Context: an optimization exercise on an open-source flow, tuned for small area. The choices shown serve that exercise and are no tape-out recipe. RTL that was checked went through simulation tests only; none was proved equivalent to the original. No activity file was given, so power comes from the tool's default toggle rates.

==> module memory_system, before the edit <==
module memory_system (
  input  logic         Clk,
  input  logic         Reset,
  input  logic [7:0]   address,
  input  logic [7:0]   data_in,
  input  logic         write,
  output logic [7:0]   from_memory,
  input  logic [127:0] port_in,
  output logic [127:0] port_out,
  input  logic         ld_start,
  input  logic         ld_valid,
  input  logic [7:0]   ld_data,
  input  logic         ld_last,
  output logic         ld_ready,
  output logic         ld_done,
  output logic         cpu_hold
);
  logic [7:0]   rom [128];
  logic [7:0]   ram [96];
  logic [127:0] port_out_q;
  logic [127:0] sync0, sync1;
  logic [1:0]   sync_ok;
  logic         s_load, s_done;
  logic [6:0]   ld_ptr;
  logic         rom_wr;
  assign port_out = port_out_q;
  assign ld_ready = s_load;
  assign ld_done  = s_done;
  assign cpu_hold = s_load | s_done;
  assign rom_wr   = s_load & ld_valid;
  logic [7:0] bytes [256];
  always_comb begin
    for (int i = 0; i < 128; i++) bytes[i]       = rom[i];
    for (int i = 0; i < 96; i++)  bytes[128 + i] = ram[i];
    for (int i = 0; i < 16; i++)  bytes[224 + i] = port_out_q[8*i +: 8];
    for (int i = 0; i < 16; i++)  bytes[240 + i] = sync1[8*i +: 8];
  end
  logic [7:0]  rd_data;
  logic [15:0] lo_sel, hi_sel;
  logic [7:0]  grp [16];
  always_comb begin
    for (int i = 0; i < 16; i++) begin
      lo_sel[i] = address[3:0] == 4'(i);
      hi_sel[i] = address[7:4] == 4'(i);
    end
    hi_sel[15] = hi_sel[15] & sync_ok[1];
    rd_data = 8'h00;
    for (int g = 0; g < 16; g++) begin
      grp[g] = 8'h00;
      for (int i = 0; i < 16; i++) grp[g] = grp[g] | (bytes[16*g + i] & {8{lo_sel[i]}});
      rd_data = rd_data | (grp[g] & {8{hi_sel[g]}});
    end
  end
  logic [127:0] rom_en, rom_en_n;
  logic [95:0]  ram_en, ram_en_n;
  logic [15:0]  out_en, out_en_n;
  always_comb begin
    for (int i = 0; i < 128; i++) begin
      rom_en[i]   = rom_wr && ld_ptr == 7'(i);
      rom_en_n[i] = !rom_en[i];
    end
    for (int i = 0; i < 96; i++) begin
      ram_en[i]   = write && hi_sel[8 + i/16] && lo_sel[i%16];
      ram_en_n[i] = !ram_en[i];
    end
    for (int i = 0; i < 16; i++) begin
      out_en[i]   = write && hi_sel[14] && lo_sel[i];
      out_en_n[i] = !out_en[i];
    end
  end
  for (genvar i = 0; i < 128; i++) begin : g_rom
    memsys_byte u_b (.Clk(Clk), .d(ld_data), .en(rom_en[i]), .en_n(rom_en_n[i]), .q(rom[i]));
  end
  for (genvar i = 0; i < 96; i++) begin : g_ram
    memsys_byte u_b (.Clk(Clk), .d(data_in), .en(ram_en[i]), .en_n(ram_en_n[i]), .q(ram[i]));
  end
  for (genvar i = 0; i < 16; i++) begin : g_out
    memsys_byte_r u_b (.Clk(Clk), .Reset(Reset), .d(data_in), .en(out_en[i]), .en_n(out_en_n[i]),
                       .q(port_out_q[8*i +: 8]));
  end
  always_ff @(posedge Clk or negedge Reset) begin
    if (!Reset) begin
      from_memory <= 8'h00;
      sync_ok     <= 2'b00;
      s_load      <= 1'b0;
      s_done      <= 1'b0;
    end else begin
      from_memory <= rd_data;
      sync_ok <= {sync_ok[0], 1'b1};
      s_load  <= s_load ? !(ld_valid && (ld_last || ld_ptr == 7'd127)) : (!s_done && ld_start);
      s_done  <= s_load && ld_valid && (ld_last || ld_ptr == 7'd127);
    end
  end
  always_ff @(posedge Clk) begin
    sync0 <= port_in;
    sync1 <= sync0;
    ld_ptr <= s_load ? ld_ptr + 7'(ld_valid) : 7'd0;
  end
endmodule
==> flow/config.mk <==
export PLATFORM = sky130hd
export DESIGN_NAME = memory_system
export DESIGN_NICKNAME = memory_system
export VERILOG_FILES = /design/flow/design.v
export SDC_FILE = /design/flow/constraint.sdc
export NUM_CORES = 4
export LEC_CHECK = 0
export CAP_MARGIN = 20
export CORE_MARGIN = 2
export CORE_UTILIZATION = 40
export SLEW_MARGIN = 20
export SYNTH_HIERARCHICAL = 1
==> flow/constraint.sdc <==
create_clock -name core_clock -period 5.0 [get_ports {Clk}]
set_input_delay 1.0000 -clock core_clock [delete_from_list [all_inputs] [get_ports {Clk}]]
set_output_delay 1.0000 -clock core_clock [all_outputs]
set_load 0.01 [all_outputs]
standard.sh (not shown) runs the stock make flow with config.mk's settings and CLKGATE_MAP_FILE= SYNTH_SCRIPT=/design/flow/synth_recipe.tcl, a recipe that flattens the netlist after the stock synthesis.
==> flow/flow/run.sh <==
#!/bin/bash
# Own layout flow: the standard ORFS flow with smaller port buffers and a
# leaner clock tree (larger sink clusters, no dummy loads). Synthesis is the
# standard one, unchanged.
set -euo pipefail
CTS="-sink_clustering_enable -repair_clock_nets -dont_use_dummy_load"
CTS="$CTS -sink_clustering_size 16 -sink_clustering_max_diameter 60"
CTS="$CTS -buf_list sky130_fd_sc_hd__clkbuf_8"
bash standard.sh \
  "BUFFER_PORTS_ARGS=-buffer_cell sky130_fd_sc_hd__buf_1" \
  "CTS_ARGS=$CTS" \
  finish > standard_flow.log 2>&1
Rerun with:
--- a/flow/design.v
+++ b/flow/design.v
@@ -37,6 +37,5 @@
   end
   logic [7:0]  rd_data;
-  logic [15:0] lo_sel, hi_sel;
-  logic [7:0]  grp [16];
+  logic [15:0] lo_sel, hi_sel, hi_sel_n;
   always_comb begin
     for (int i = 0; i < 16; i++) begin
@@ -45,10 +44,16 @@
     end
     hi_sel[15] = hi_sel[15] & sync_ok[1];
-    rd_data = 8'h00;
-    for (int g = 0; g < 16; g++) begin
-      grp[g] = 8'h00;
-      for (int i = 0; i < 16; i++) grp[g] = grp[g] | (bytes[16*g + i] & {8{lo_sel[i]}});
-      rd_data = rd_data | (grp[g] & {8{hi_sel[g]}});
+    hi_sel_n   = ~hi_sel;
+  end
+  logic [15:0] grp_n [8];
+  for (genvar b = 0; b < 8; b++) begin : g_rdbit
+    for (genvar g = 0; g < 16; g++) begin : g_rdgrp
+      logic [15:0] d;
+      for (genvar i = 0; i < 16; i++) begin : g_d
+        assign d[i] = bytes[16*g + i][b];
+      end
+      memsys_rdgroup u_g (.sel(lo_sel), .d(d), .hsel_n(hi_sel_n[g]), .y_n(grp_n[b][g]));
     end
+    assign rd_data[b] = ~&grp_n[b];
   end
   logic [127:0] rom_en, rom_en_n;
@@ -122,2 +127,22 @@
   end
 endmodule
+module memsys_rdgroup (
+  input  logic [15:0] sel,
+  input  logic [15:0] d,
+  input  logic        hsel_n,
+  output logic        y_n
+);
+  logic [5:0] t_n;
+  for (genvar k = 0; k < 5; k++) begin : g_aoi
+    memsys_aoi222 u_a (.a(sel[3*k +: 3]), .b(d[3*k +: 3]), .y(t_n[k]));
+  end
+  assign t_n[5] = ~(sel[15] & d[15]);
+  assign y_n    = ~(~&t_n & ~hsel_n);
+endmodule
+module memsys_aoi222 (
+  input  logic [2:0] a,
+  input  logic [2:0] b,
+  output logic       y
+);
+  assign y = ~((a[0] & b[0]) | (a[1] & b[1]) | (a[2] & b[2]));
+endmodule
What happened: Maximum frequency climbs by about 17%. Wire length climbs by 1.6%. Register-to-register slack improves by 0.16 ns. Count of clock-buffer cells in the layout is unchanged. Clock power stays flat. Cell area came out lower by about 2.8%. Power went down by 0.53%.
The RTL of the first run of this note was laid out without a check of its function.

* * *

== epsilon ==
The RTL this note starts from:
==> flow/design.v <==
module memory_system (
  input  logic         Clk,
  input  logic         Reset,
  input  logic [7:0]   address,
  input  logic [7:0]   data_in,
  input  logic         write,
  output logic [7:0]   from_memory,
  input  logic [127:0] port_in,
  output logic [127:0] port_out,
  input  logic         ld_start,
  input  logic         ld_valid,
  input  logic [7:0]   ld_data,
  input  logic         ld_last,
  output logic         ld_ready,
  output logic         ld_done,
  output logic         cpu_hold
);
  logic [7:0]   rom [128];
  logic [7:0]   ram [96];
  logic [127:0] port_out_q;
  logic [127:0] sync0, sync1;
  logic [1:0]   sync_ok;
  logic         s_load, s_done;
  logic [6:0]   ld_ptr;
  logic         rom_wr;
  assign port_out = port_out_q;
  assign ld_ready = s_load;
  assign ld_done  = s_done;
  assign cpu_hold = s_load | s_done;
  assign rom_wr   = s_load & ld_valid;
  logic [7:0] bytes [256];
  always_comb begin
    for (int i = 0; i < 128; i++) bytes[i]       = rom[i];
    for (int i = 0; i < 96; i++)  bytes[128 + i] = ram[i];
    for (int i = 0; i < 16; i++)  bytes[224 + i] = port_out_q[8*i +: 8];
    for (int i = 0; i < 16; i++)  bytes[240 + i] = sync1[8*i +: 8];
  end
  logic [7:0]  rd_data;
  logic [15:0] lo_sel, hi_sel, hi_sel_n;
  always_comb begin
    for (int i = 0; i < 16; i++) begin
      lo_sel[i] = address[3:0] == 4'(i);
      hi_sel[i] = address[7:4] == 4'(i);
    end
    hi_sel[15] = hi_sel[15] & sync_ok[1];
    hi_sel_n   = ~hi_sel;
  end
  logic [15:0] grp_n [8];
  for (genvar b = 0; b < 8; b++) begin : g_rdbit
    for (genvar g = 0; g < 16; g++) begin : g_rdgrp
      logic [15:0] d;
      for (genvar i = 0; i < 16; i++) begin : g_d
        assign d[i] = bytes[16*g + i][b];
      end
      memsys_rdgroup u_g (.sel(lo_sel), .d(d), .hsel_n(hi_sel_n[g]), .y_n(grp_n[b][g]));
    end
    assign rd_data[b] = ~&grp_n[b];
  end
  logic [127:0] rom_en, rom_en_n;
  logic [95:0]  ram_en, ram_en_n;
  logic [15:0]  out_en, out_en_n;
  always_comb begin
    for (int i = 0; i < 128; i++) begin
      rom_en[i]   = rom_wr && ld_ptr == 7'(i);
      rom_en_n[i] = !rom_en[i];
    end
    for (int i = 0; i < 96; i++) begin
      ram_en[i]   = write && hi_sel[8 + i/16] && lo_sel[i%16];
      ram_en_n[i] = !ram_en[i];
    end
    for (int i = 0; i < 16; i++) begin
      out_en[i]   = write && hi_sel[14] && lo_sel[i];
      out_en_n[i] = !out_en[i];
    end
  end
  for (genvar i = 0; i < 128; i++) begin : g_rom
    memsys_byte u_b (.Clk(Clk), .d(ld_data), .en(rom_en[i]), .en_n(rom_en_n[i]), .q(rom[i]));
  end
  for (genvar i = 0; i < 96; i++) begin : g_ram
    memsys_byte u_b (.Clk(Clk), .d(data_in), .en(ram_en[i]), .en_n(ram_en_n[i]), .q(ram[i]));
  end
  for (genvar i = 0; i < 16; i++) begin : g_out
    memsys_byte_r u_b (.Clk(Clk), .Reset(Reset), .d(data_in), .en(out_en[i]), .en_n(out_en_n[i]),
                       .q(port_out_q[8*i +: 8]));
  end
  always_ff @(posedge Clk or negedge Reset) begin
    if (!Reset) begin
      from_memory <= 8'h00;
      sync_ok     <= 2'b00;
      s_load      <= 1'b0;
      s_done      <= 1'b0;
    end else begin
      from_memory <= rd_data;
      sync_ok <= {sync_ok[0], 1'b1};
      s_load  <= s_load ? !(ld_valid && (ld_last || ld_ptr == 7'd127)) : (!s_done && ld_start);
      s_done  <= s_load && ld_valid && (ld_last || ld_ptr == 7'd127);
    end
  end
  always_ff @(posedge Clk) begin
    sync0 <= port_in;
    sync1 <= sync0;
    ld_ptr <= s_load ? ld_ptr + 7'(ld_valid) : 7'd0;
  end
endmodule
module memsys_byte (
  input  logic       Clk,
  input  logic [7:0] d,
  input  logic       en,
  input  logic       en_n,
  output logic [7:0] q
);
  always_ff @(posedge Clk) begin
    q <= (q & {8{en_n}}) | (d & {8{en}});
  end
endmodule
module memsys_byte_r (
  input  logic       Clk,
  input  logic       Reset,
  input  logic [7:0] d,
  input  logic       en,
  input  logic       en_n,
  output logic [7:0] q
);
  always_ff @(posedge Clk or negedge Reset) begin
    if (!Reset) q <= 8'h00;
    else        q <= (q & {8{en_n}}) | (d & {8{en}});
  end
endmodule
module memsys_rdgroup (
  input  logic [15:0] sel,
  input  logic [15:0] d,
  input  logic        hsel_n,
  output logic        y_n
);
  logic [5:0] t_n;
  for (genvar k = 0; k < 5; k++) begin : g_aoi
    memsys_aoi222 u_a (.a(sel[3*k +: 3]), .b(d[3*k +: 3]), .y(t_n[k]));
  end
  assign t_n[5] = ~(sel[15] & d[15]);
  assign y_n    = ~(~&t_n & ~hsel_n);
endmodule
module memsys_aoi222 (
  input  logic [2:0] a,
  input  logic [2:0] b,
  output logic       y
);
  assign y = ~((a[0] & b[0]) | (a[1] & b[1]) | (a[2] & b[2]));
endmodule
==> flow/config.mk <==
export PLATFORM = sky130hd
export DESIGN_NAME = memory_system
export DESIGN_NICKNAME = memory_system
export VERILOG_FILES = /design/flow/design.v
export SDC_FILE = /design/flow/constraint.sdc
export NUM_CORES = 4
export LEC_CHECK = 0
export CAP_MARGIN = 20
export CORE_MARGIN = 2
export CORE_UTILIZATION = 60
export PLACE_DENSITY = 0.72
export SLEW_MARGIN = 20
export SYNTH_HIERARCHICAL = 1
==> flow/constraint.sdc <==
create_clock -name core_clock -period 5.0 [get_ports {Clk}]
set_input_delay 1.0000 -clock core_clock [delete_from_list [all_inputs] [get_ports {Clk}]]
set_output_delay 1.0000 -clock core_clock [all_outputs]
set_load 0.01 [all_outputs]
==> flow/flow/run.sh <==
#!/bin/bash
# Own layout flow: the standard ORFS flow with smaller port buffers and a
# leaner clock tree (larger sink clusters, no dummy loads). Synthesis is the
# standard one, unchanged.
set -euo pipefail
CTS="-sink_clustering_enable -repair_clock_nets -dont_use_dummy_load"
CTS="$CTS -sink_clustering_size 16 -sink_clustering_max_diameter 60"
CTS="$CTS -buf_list sky130_fd_sc_hd__clkbuf_8"
bash standard.sh \
  "BUFFER_PORTS_ARGS=-buffer_cell sky130_fd_sc_hd__buf_1" \
  "CTS_ARGS=$CTS" \
  MATCH_CELL_FOOTPRINT=0 \
  finish > standard_flow.log 2>&1
Inputs modified between epsilon and gamma:
-- flow/design.v --
<<< epsilon, line 38
  logic [7:0]  rd_data;
  logic [15:0] lo_sel, hi_sel, hi_sel_n;
  always_comb begin
    for (int i = 0; i < 16; i++) begin
>>> gamma, line 38
  logic [7:0]  rd_data;
  logic [15:0] lo_sel, hi_sel, hi_sel_n;
  logic [15:0] lo_sel_q [4];
  for (genvar q = 0; q < 4; q++) begin : g_lodec
    memsys_dec4 u_d (.a(address[3:0]), .y(lo_sel_q[q]));
  end
  always_comb begin
    for (int i = 0; i < 16; i++) begin
<<< epsilon, line 53
        assign d[i] = bytes[16*g + i][b];
      end
      memsys_rdgroup u_g (.sel(lo_sel), .d(d), .hsel_n(hi_sel_n[g]), .y_n(grp_n[b][g]));
    end
    assign rd_data[b] = ~&grp_n[b];
>>> gamma, line 57
        assign d[i] = bytes[16*g + i][b];
      end
      memsys_rdgroup u_g (.sel(lo_sel_q[g/4]), .d(d), .hsel_n(hi_sel_n[g]), .y_n(grp_n[b][g]));
    end
    assign rd_data[b] = ~&grp_n[b];
<<< epsilon, line 147
  assign y = ~((a[0] & b[0]) | (a[1] & b[1]) | (a[2] & b[2]));
endmodule
>>> gamma, line 151
  assign y = ~((a[0] & b[0]) | (a[1] & b[1]) | (a[2] & b[2]));
endmodule
module memsys_dec4 (
  input  logic [3:0]  a,
  output logic [15:0] y
);
  always_comb begin
    for (int i = 0; i < 16; i++) y[i] = a == 4'(i);
  end
endmodule
==> summary.txt <==
gamma: sum of buffers and inverters on the critical path 1 below epsilon. epsilon → gamma: aggregate global-route resource usage went down 0.93 points, effective utilization at floorplan went down 0.43 points. Clock network power share of gamma is on par with epsilon. Comparing the two runs side by side, gamma comes out behind epsilon on fmax. Compared with epsilon, gamma is the more power-hungry design. NOTE: sequential-to-total area share from yosys stat in gamma falls short of that of epsilon. In gamma relative to epsilon, total length of routed wires had gone down slightly. Comparing epsilon with gamma, the adder-cell share of the synthesized area came out essentially unchanged.
No functional check of the RTL was part of gamma.

* * *

Setup of job 103:
Another version of the RTL of memory_system (not shown whole).
For scale: ~2200 flip-flops, roughly 77000 sq um of cells after synthesis.
==> module memory_system, before the edit <==
module memory_system (
  input  logic         Clk,
  input  logic         Reset,
  input  logic [7:0]   address,
  input  logic [7:0]   data_in,
  input  logic         write,
  output logic [7:0]   from_memory,
  input  logic [127:0] port_in,
  output logic [127:0] port_out,
  input  logic         ld_start,
  input  logic         ld_valid,
  input  logic [7:0]   ld_data,
  input  logic         ld_last,
  output logic         ld_ready,
  output logic         ld_done,
  output logic         cpu_hold
);
  logic [7:0]   rom [128];
  logic [7:0]   ram [96];
  logic [127:0] port_out_q;
  logic [127:0] sync0, sync1;
  logic [1:0]   sync_ok;
  logic         s_load, s_done;
  logic [6:0]   ld_ptr;
  logic         rom_wr;
  assign port_out = port_out_q;
  assign ld_ready = s_load;
  assign ld_done  = s_done;
  assign cpu_hold = s_load | s_done;
  assign rom_wr   = s_load & ld_valid;
  logic [7:0] bytes [256];
  always_comb begin
    for (int i = 0; i < 128; i++) bytes[i]       = rom[i];
    for (int i = 0; i < 96; i++)  bytes[128 + i] = ram[i];
    for (int i = 0; i < 16; i++)  bytes[224 + i] = port_out_q[8*i +: 8];
    for (int i = 0; i < 16; i++)  bytes[240 + i] = sync1[8*i +: 8];
  end
  logic [7:0]  rd_data;
  logic [15:0] lo_sel, hi_sel;
  always_comb begin
    for (int i = 0; i < 16; i++) begin
      lo_sel[i] = address[3:0] == 4'(i);
      hi_sel[i] = address[7:4] == 4'(i);
    end
    hi_sel[15] = hi_sel[15] & sync_ok[1];
  end
  logic [15:0] grp_n [8];
  for (genvar b = 0; b < 8; b++) begin : g_rdbit
    for (genvar g = 0; g < 16; g++) begin : g_rdgrp
      logic [15:0] d;
      for (genvar i = 0; i < 16; i++) begin : g_d
        assign d[i] = bytes[16*g + i][b];
      end
      memsys_rdgroup u_g (.sel(lo_sel), .d(d), .hsel(hi_sel[g]), .y_n(grp_n[b][g]));
    end
    assign rd_data[b] = ~&grp_n[b];
  end
  logic [127:0] rom_en, rom_en_n;
  logic [95:0]  ram_en, ram_en_n;
  logic [15:0]  out_en, out_en_n;
  always_comb begin
    for (int i = 0; i < 128; i++) begin
      rom_en[i]   = rom_wr && ld_ptr == 7'(i);
      rom_en_n[i] = !rom_en[i];
    end
    for (int i = 0; i < 96; i++) begin
      ram_en[i]   = write && hi_sel[8 + i/16] && lo_sel[i%16];
      ram_en_n[i] = !ram_en[i];
    end
    for (int i = 0; i < 16; i++) begin
      out_en[i]   = write && hi_sel[14] && lo_sel[i];
      out_en_n[i] = !out_en[i];
    end
  end
  for (genvar i = 0; i < 128; i++) begin : g_rom
    memsys_byte u_b (.Clk(Clk), .d(ld_data), .en(rom_en[i]), .en_n(rom_en_n[i]), .q(rom[i]));
  end
  for (genvar i = 0; i < 96; i++) begin : g_ram
    memsys_byte u_b (.Clk(Clk), .d(data_in), .en(ram_en[i]), .en_n(ram_en_n[i]), .q(ram[i]));
  end
  for (genvar i = 0; i < 16; i++) begin : g_out
    memsys_byte_r u_b (.Clk(Clk), .Reset(Reset), .d(data_in), .en(out_en[i]), .en_n(out_en_n[i]),
                       .q(port_out_q[8*i +: 8]));
  end
  always_ff @(posedge Clk or negedge Reset) begin
    if (!Reset) begin
      from_memory <= 8'h00;
      sync_ok     <= 2'b00;
      s_load      <= 1'b0;
      s_done      <= 1'b0;
    end else begin
      from_memory <= rd_data;
      sync_ok <= {sync_ok[0], 1'b1};
      s_load  <= s_load ? !(ld_valid && (ld_last || ld_ptr == 7'd127)) : (!s_done && ld_start);
      s_done  <= s_load && ld_valid && (ld_last || ld_ptr == 7'd127);
    end
  end
  always_ff @(posedge Clk) begin
    sync0 <= port_in;
    sync1 <= sync0;
    ld_ptr <= s_load ? ld_ptr + 7'(ld_valid) : 7'd0;
  end
endmodule
==> module memsys_rdgroup, before the edit <==
module memsys_rdgroup (
  input  logic [15:0] sel,
  input  logic [15:0] d,
  input  logic        hsel,
  output logic        y_n
);
  logic [5:0] t_n;
  logic       u, v;
  for (genvar k = 0; k < 5; k++) begin : g_aoi
    memsys_aoi222 u_a (.a(sel[3*k +: 3]), .b(d[3*k +: 3]), .y(t_n[k]));
  end
  assign t_n[5] = ~(sel[15] & d[15]);
  memsys_nand3 u_u (.a(t_n[2:0]), .y(u));
  memsys_nand3 u_v (.a(t_n[5:3]), .y(v));
  assign y_n    = ~((u | v) & hsel);
endmodule
==> module memsys_nand3, before the edit <==
module memsys_nand3 (
  input  logic [2:0] a,
  output logic       y
);
  assign y = ~&a;
endmodule
clock: 5.0 ns
lec_check: 0
cap_margin: 20
core_margin: 2
core_utilization: 60
place_density: 0.72
slew_margin: 20
synth_hierarchical: 1
Scripts as last shown in full above: flow/flow/run.sh
Input changes introduced in job 104 (baseline for comparison: job 103):
diff --git a/flow/design.v b/flow/design.v
--- a/flow/design.v
+++ b/flow/design.v
@@ -36,23 +36,19 @@
     for (int i = 0; i < 16; i++)  bytes[240 + i] = sync1[8*i +: 8];
   end
-  logic [7:0]  rd_data;
-  logic [15:0] lo_sel, hi_sel;
+  logic [7:0]   rd_data;
+  logic [255:0] sel;
   always_comb begin
-    for (int i = 0; i < 16; i++) begin
-      lo_sel[i] = address[3:0] == 4'(i);
-      hi_sel[i] = address[7:4] == 4'(i);
+    for (int i = 0; i < 256; i++) sel[i] = address == 8'(i);
+    sel[255:240] = sel[255:240] & {16{sync_ok[1]}};
+  end
+  logic [85:0] t_n [8];
+  for (genvar b = 0; b < 8; b++) begin : g_rdbit
+    for (genvar k = 0; k < 85; k++) begin : g_aoi
+      memsys_aoi222 u_a (.a(sel[3*k +: 3]),
+                         .b({bytes[3*k + 2][b], bytes[3*k + 1][b], bytes[3*k][b]}),
+                         .y(t_n[b][k]));
     end
-    hi_sel[15] = hi_sel[15] & sync_ok[1];
-  end
-  logic [15:0] grp_n [8];
-  for (genvar b = 0; b < 8; b++) begin : g_rdbit
-    for (genvar g = 0; g < 16; g++) begin : g_rdgrp
-      logic [15:0] d;
-      for (genvar i = 0; i < 16; i++) begin : g_d
-        assign d[i] = bytes[16*g + i][b];
-      end
-      memsys_rdgroup u_g (.sel(lo_sel), .d(d), .hsel(hi_sel[g]), .y_n(grp_n[b][g]));
-    end
-    assign rd_data[b] = ~&grp_n[b];
+    assign t_n[b][85] = ~(sel[255] & bytes[255][b]);
+    assign rd_data[b] = ~&t_n[b];
   end
   logic [127:0] rom_en, rom_en_n;
@@ -65,9 +61,9 @@
     end
     for (int i = 0; i < 96; i++) begin
-      ram_en[i]   = write && hi_sel[8 + i/16] && lo_sel[i%16];
+      ram_en[i]   = write && address == 8'(128 + i);
       ram_en_n[i] = !ram_en[i];
     end
     for (int i = 0; i < 16; i++) begin
-      out_en[i]   = write && hi_sel[14] && lo_sel[i];
+      out_en[i]   = write && address == 8'(224 + i);
       out_en_n[i] = !out_en[i];
     end
@@ -126,20 +122,4 @@
   end
 endmodule
-module memsys_rdgroup (
-  input  logic [15:0] sel,
-  input  logic [15:0] d,
-  input  logic        hsel,
-  output logic        y_n
-);
-  logic [5:0] t_n;
-  logic       u, v;
-  for (genvar k = 0; k < 5; k++) begin : g_aoi
-    memsys_aoi222 u_a (.a(sel[3*k +: 3]), .b(d[3*k +: 3]), .y(t_n[k]));
-  end
-  assign t_n[5] = ~(sel[15] & d[15]);
-  memsys_nand3 u_u (.a(t_n[2:0]), .y(u));
-  memsys_nand3 u_v (.a(t_n[5:3]), .y(v));
-  assign y_n    = ~((u | v) & hsel);
-endmodule
 module memsys_aoi222 (
   input  logic [2:0] a,
@@ -149,8 +129,2 @@
   assign y = ~((a[0] & b[0]) | (a[1] & b[1]) | (a[2] & b[2]));
 endmodule
-module memsys_nand3 (
-  input  logic [2:0] a,
-  output logic       y
-);
-  assign y = ~&a;
-endmodule
Results
Job 104 reports its capture point of the worst path as from_memory[6] while job 103 reports from_memory[7].
Summary of job 104 over job 103: endpoint required time on the critical path level, synthesized net count now larger, cell area after placement flat, worst-case setup margin in the final layout shows a reduction of 0.61 ns, minimum period implied by the final worst setup slack increased 0.61 ns.
Changes observed in job 104 relative to job 103: share of the synthesized area in compound gates (AO/OA/AOI/OAI) went down 0.36 points; non-clock buffer count rose by about 1.1%; multi-input logic cell count fell about 4%; die area has increased.
sky130_fd_sc_hd__or4_1 as the slowest cell on the critical path was reported by job 103, and sky130_fd_sc_hd__nor4_2 by job 104.
The lower met2 routing resource usage after global routing of job 103 and job 104 is in job 104.
For job 104, only the layout was checked, not whether the RTL still works.

[separate check: timing with driven ports]
No port has a modelled driver above. Below, the same layouts with a new extraction and two added sets of constraints. Step 1 sets driving cells, clkbuf_16 on the clock port and buf_2 on the other inputs (assumed; they add their load-dependent delay and slew). Step 2 also shifts input and output timing later by t, the mid clock arrival at the registers, as if the neighbouring blocks saw the same clock. Slacks: ideal / step 1 / step 2; pairs: ideal / step 1.
| run | t, ns | setup WS [ns] | latest minus earliest clock arrival (ns) |
|---|---|---|---|
| the first run of note 1 | 1.020 | 0.626 / 0.692 / -0.328 | 0.151 / 0.151 |
| the second run of note 1 | 1.026 | 1.246 / 1.298 / 0.273 | 0.112 / 0.113 |
| epsilon | 0.976 | 1.257 / 1.308 / 0.332 | 0.126 / 0.126 |
| gamma | 0.992 | 1.153 / 1.187 / 0.195 | 0.108 / 0.108 |
| job 103 | 0.993 | 1.160 / 1.178 / 0.185 | 0.102 / 0.102 |
| job 104 | 0.974 | 0.545 / 0.597 / -0.376 | 0.075 / 0.075 |
Met with ideal ports but missed after step 2: setup timing in the first run of note 1 and job 104. The setup slack of job 103, which loses most, moves by +0.018 ns with the drivers and by -0.975 ns with both steps.
